From an optimization exercise on the open Yosys and OpenROAD flow, aimed at small area, a short achievable clock period and few clock cycles per item; shortcuts taken in it are not production practice.
In this exercise RTL edits were held to simulation tests only and were not proved equivalent to the original.
Power figures rest on the tool's default switching activity, not on a simulated workload.

Design expr_eval_top, start of the top module:
module expr_eval_top (
	input  logic                     clk_2,
	input  logic                     rst_n,
	input  logic                     in_valid,
	input  expr_token_pkg::tok_val_t tok_in,
	input  logic                     op_flag,
	input  logic                     mode,
	output logic                     out_valid,
	output expr_token_pkg::result_t  result
);
	localparam int NT = 16;
	localparam int NS = 9;   
	localparam int NC = 4;   
	localparam int NO = 9;   
	typedef expr_token_pkg::result_t word_t;
	logic       fr;          
	logic       en;          
	logic       pmode;       
	logic [3:0] wp;          
	logic [3:0] rp;          
	logic [4:0] rem;         
	logic       c0v, c1v, c2v, c3v;   
	logic [3:0] tbuf [0:NT-1];
	logic [3:0] c0, c1;      
	word_t         x;        
	logic          xv;       
	logic          xl;       
	logic          pb;       
	logic          xlast;    
	word_t         cs [0:NC-1];
	logic [2:0]    ls [0:NS-1];
	logic [NS-1:0] ts;       
	logic [NO-1:0] ov;       
	logic [NO-1:0] oh;       
	logic [2:0]    oop [0:NO-1];
	logic          drn;      
	logic          busy;     
	logic          absb;     
	word_t         acc;
	logic       qls_r;       
	logic       qtk_r;       
	logic       sub_r;       
	logic       pinv_r;      
	logic       qinv_r;      
	logic [4:0] opk_r;       
	logic       mcs_r;       
	logic [9:0] bsel_r;      
	logic       tok_new, ended;
	logic [3:0] pins;
	assign tok_new = in_valid & ~en;
	assign ended   = en | (fr & ~in_valid);
	assign pins    = {op_flag, tok_in};
	word_t s0;
	assign s0 = ts[0] ? cs[0] : {29'd0, ls[0]};
	logic       alu_go, cfg_sx, push_x, ld_c0, ld_c1;
	logic       o_push, o_push_has, o_set_has;
	logic [2:0] aop;
	logic [1:0] ncons;
	word_t p, q, y, t, y_mul;
  ...
Size in the first run: ~2400 cells after synthesis, ~41 I/O pins, about 0.025 mm^2 of cells after synthesis.
==> flow/config.mk <==
export PLATFORM = sky130hd
export DESIGN_NAME = expr_eval_top
export DESIGN_NICKNAME = expr_eval_top
export VERILOG_FILES = /design/flow/design.v
export SDC_FILE = /design/flow/constraint.sdc
export NUM_CORES = 4
export LEC_CHECK = 0
export CAP_MARGIN = 20
export CORE_MARGIN = 2
export CORE_UTILIZATION = 55
export PLACE_DENSITY = 0.75
export SLEW_MARGIN = 20
==> flow/constraint.sdc <==
create_clock -name core_clock -period 10.0 [get_ports {clk_2}]
set_input_delay 2.0000 -clock core_clock [delete_from_list [all_inputs] [get_ports {clk_2}]]
set_output_delay 2.0000 -clock core_clock [all_outputs]
set_load 0.01 [all_outputs]
standard.sh (not shown) runs the stock make flow with config.mk's settings and CLKGATE_MAP_FILE= SYNTH_SCRIPT=/design/flow/synth_recipe.tcl, a recipe that flattens the netlist after the stock synthesis.
==> flow/flow/run.sh <==
#!/bin/bash
# Standard layout, with timing repair aiming for more setup slack.
set -euo pipefail
bash standard.sh SETUP_SLACK_MARGIN=6 finish > standard_flow.log 2>&1
Testbench counts at the start, summed over its fixed seeds: cycles 22,062, frames 1,600.
Next try:
--- a/flow/design.v
+++ b/flow/design.v
@@ -19,31 +19,28 @@
 module expr_alu (
 	input  logic                     ninv,   
 	input  logic                     qinv,   
 	input  logic                     cin,
 	input  expr_token_pkg::result_t  p,
 	input  expr_token_pkg::result_t  q,
-	input  expr_token_pkg::result_t  mx,     
-	input  expr_token_pkg::result_t  mc,     
-	input  logic [9:0]               bsel,
+	input  expr_token_pkg::result_t  mcand,
+	input  logic [5:0]               bsel,   
 	input  expr_token_pkg::result_t  acc,
 	output expr_token_pkg::result_t  t,      
 	output expr_token_pkg::result_t  y_mul
 );
 	typedef expr_token_pkg::result_t word_t;
 	logic [32:0] tc;
 	assign tc = {p ^ {32{ninv}}, 1'b1} + {q, cin};
 	assign t  = tc[32:1];
-	logic  o0x, o0c, t0x, t0c, neg0, o1x, o1c, t1x, t1c, use_acc;
+	logic  one0, two0, neg0, one1, two1, use_acc;
 	word_t r0, r1;
 	logic [32:0] cpa;
-	assign {o0x, o0c, t0x, t0c, neg0, o1x, o1c, t1x, t1c, use_acc} = bsel;
-	assign r0 = ({32{o0x}} & mx | {32{o0c}} & mc | {32{t0x}} & (mx << 1) | {32{t0c}} & (mc << 1))
-	          ^ {32{neg0}};
-	assign r1 = {32{o1x}} & (mx << 2) | {32{o1c}} & (mc << 2) | {32{t1x}} & (mx << 3)
-	          | {32{t1c}} & (mc << 3) | {32{use_acc}} & acc;
+	assign {one0, two0, neg0, one1, two1, use_acc} = bsel;
+	assign r0 = ({32{one0}} & mcand | {32{two0}} & (mcand << 1)) ^ {32{neg0}};
+	assign r1 = {32{one1}} & (mcand << 2) | {32{two1}} & (mcand << 3) | {32{use_acc}} & acc;
 	assign cpa   = {r0, 1'b1} + {r1, neg0};
 	assign y_mul = cpa[32:1];
 endmodule
 `timescale 1ns/10ps
 module stack_evaluator (
 	input  logic       pmode,      
@@ -163,25 +160,25 @@
 	logic       qtk_r;       
 	logic       sub_r;       
 	logic       pinv_r;      
 	logic       qinv_r;      
 	logic [4:0] opk_r;       
 	logic       mcs_r;       
-	logic [9:0] bsel_r;      
+	logic [5:0] bsel_r;      
 	logic       tok_new, ended;
 	logic [3:0] pins;
 	assign tok_new = in_valid & ~en;
 	assign ended   = en | (fr & ~in_valid);
 	assign pins    = {op_flag, tok_in};
 	word_t s0;
 	assign s0 = ts[0] ? cs[0] : {29'd0, ls[0]};
 	logic       alu_go, cfg_sx, push_x, ld_c0, ld_c1;
 	logic       o_push, o_push_has, o_set_has;
 	logic [2:0] aop;
 	logic [1:0] ncons;
-	word_t p, q, y, t, y_mul;
+	word_t p, q, y, t, y_mul, mcand;
 	logic  is_mul, mul_slow, mul_setup, mul_iter, abs_setup, fin;
 	logic  cs0_fit, x_fit, x_last;
 	assign p = x;
 	assign q = {{29{mcs_r}} & cs[0][31:3] | {29{qinv_r}},
 	            {3{mcs_r}} & cs[0][2:0] | {3{qls_r}} & ls[0] | {3{qtk_r}} & (c0[2:0] ^ {3{qinv_r}})};
 	assign cs0_fit = (cs[0][31:3] == 29'd0) || (cs[0][31:3] == {29{1'b1}});
@@ -190,20 +187,20 @@
 	assign is_mul    = alu_go && (aop == 3'd2);
 	assign mul_slow  = cfg_sx && ts[0] && !xl;
 	assign mul_setup = is_mul && mul_slow && !busy;
 	assign mul_iter  = is_mul && mul_slow && busy && !x_last;
 	assign abs_setup = alu_go && (aop == 3'd3) && !absb;
 	assign fin       = alu_go && !mul_setup && !mul_iter && !abs_setup;
+	assign mcand = mcs_r ? cs[0] : x;
 	expr_alu u_alu (
 		.ninv  (pinv_r),
 		.qinv  (qinv_r),
 		.cin   (sub_r),
 		.p     (p),
 		.q     (q),
-		.mx    (x),
-		.mc    (cs[0]),
+		.mcand (mcand),
 		.bsel  (bsel_r),
 		.acc   (acc),
 		.t     (t),
 		.y_mul (y_mul)
 	);
 	logic sel_t, sel_m, sel_2, x_t;
@@ -358,14 +355,12 @@
 			o_push_has <= nx_o_push_has;
 			o_set_has  <= nx_o_set_has;
 		end
 	end
 	logic [2:0] nd;
 	logic [5:0] nx_bsel;
-	logic       nx_mcs;
-	assign nx_mcs = fx_cfg && ts0_d && !abs_setup;
 	always_comb begin
 		if (!fx_cfg)   nd = c0_d[2:0];
 		else if (!ts0_d)  nd = ls0_d;
 		else              nd = xn_d[2:0];
 		if (busy_d) begin
 			nx_bsel = {xn_d[0] ^ pb_d,
@@ -388,17 +383,14 @@
 			sub_r  <= (fx_aop == 3'd1) || (fx_aop == 3'd4);
 			pinv_r <= ((fx_aop == 3'd1) || (fx_aop == 3'd4)) && fx_cfg;
 			qinv_r <= ((fx_aop == 3'd1) || (fx_aop == 3'd4)) && !fx_cfg;
 		end
 		opk_r  <= {fx_aop > 3'd4, fx_aop == 3'd4, fx_aop == 3'd2, fx_aop == 3'd3,
 		           fx_aop == 3'd0 || fx_aop == 3'd1};
-		mcs_r  <= nx_mcs;
-		bsel_r <= {nx_bsel[5] & !nx_mcs, nx_bsel[5] & nx_mcs,
-		           nx_bsel[4] & !nx_mcs, nx_bsel[4] & nx_mcs, nx_bsel[3],
-		           nx_bsel[2] & !nx_mcs, nx_bsel[2] & nx_mcs,
-		           nx_bsel[1] & !nx_mcs, nx_bsel[1] & nx_mcs, nx_bsel[0]};
+		mcs_r  <= fx_cfg && ts0_d && !abs_setup;
+		bsel_r <= nx_bsel;
 	end
 	always_ff @(posedge clk_2 or negedge rst_n) begin
 		if (!rst_n) begin
 			fr        <= 1'b0;
 			en        <= 1'b0;
 			wp        <= '0;
Clock power came out lower by about 7%; total power falls by 11%; clock-buffer cell count rose by 6; worst setup slack gets worse by 0.039 ns; cell area is lower by 3.6%; synthesized cell count went down by 5.9%; die area falls by 3.3%; area after synthesis went down by 3.4%; fmax came out lower by 0.97%; routed wire length goes down by 10%; sequential power went down by 13%; core utilization went down by 0.41 points; global-route usage went down by 1.7 points.
Testbench counts after the change, summed over its fixed seeds: cycles 22,062, frames 1,600.

re-timing with driven ports:
The results above use ideal ports. As a check the final layouts listed here were re-extracted and re-timed, cells and wires unchanged. Step 1 sets driving cells, clkbuf_16 on the clock port and buf_2 on the other inputs (assumed; they add their load-dependent delay and slew). Step 2 adds t to the input delays and takes it off the output delays; t is the mean of the earliest and latest rising clock arrival at the registers after step 1. Input paths then give back, and output paths get back, about the clock's delay inside the block. a / b / c = ideal ports / drivers / drivers and shift; a / b = the first two.
| run | t (ns) | slack for setup (ns) | slew at the worst register clock pin (ns) | worst data-port slew with drivers (ns) | pins driven straight from the clock port |
|---|---|---|---|---|---|
| the first run | 0.641 | 6.018 / 5.964 / 5.647 | 0.07 / 0.07 | 0.03 | 1 |
| the second run | 0.631 | 5.979 / 5.927 / 5.511 | 0.06 / 0.06 | 0.03 | 1 |
After both steps every run listed still meets setup and hold. The setup slack of the second run, which loses most, moves by -0.052 ns with the drivers and by -0.468 ns with both steps.
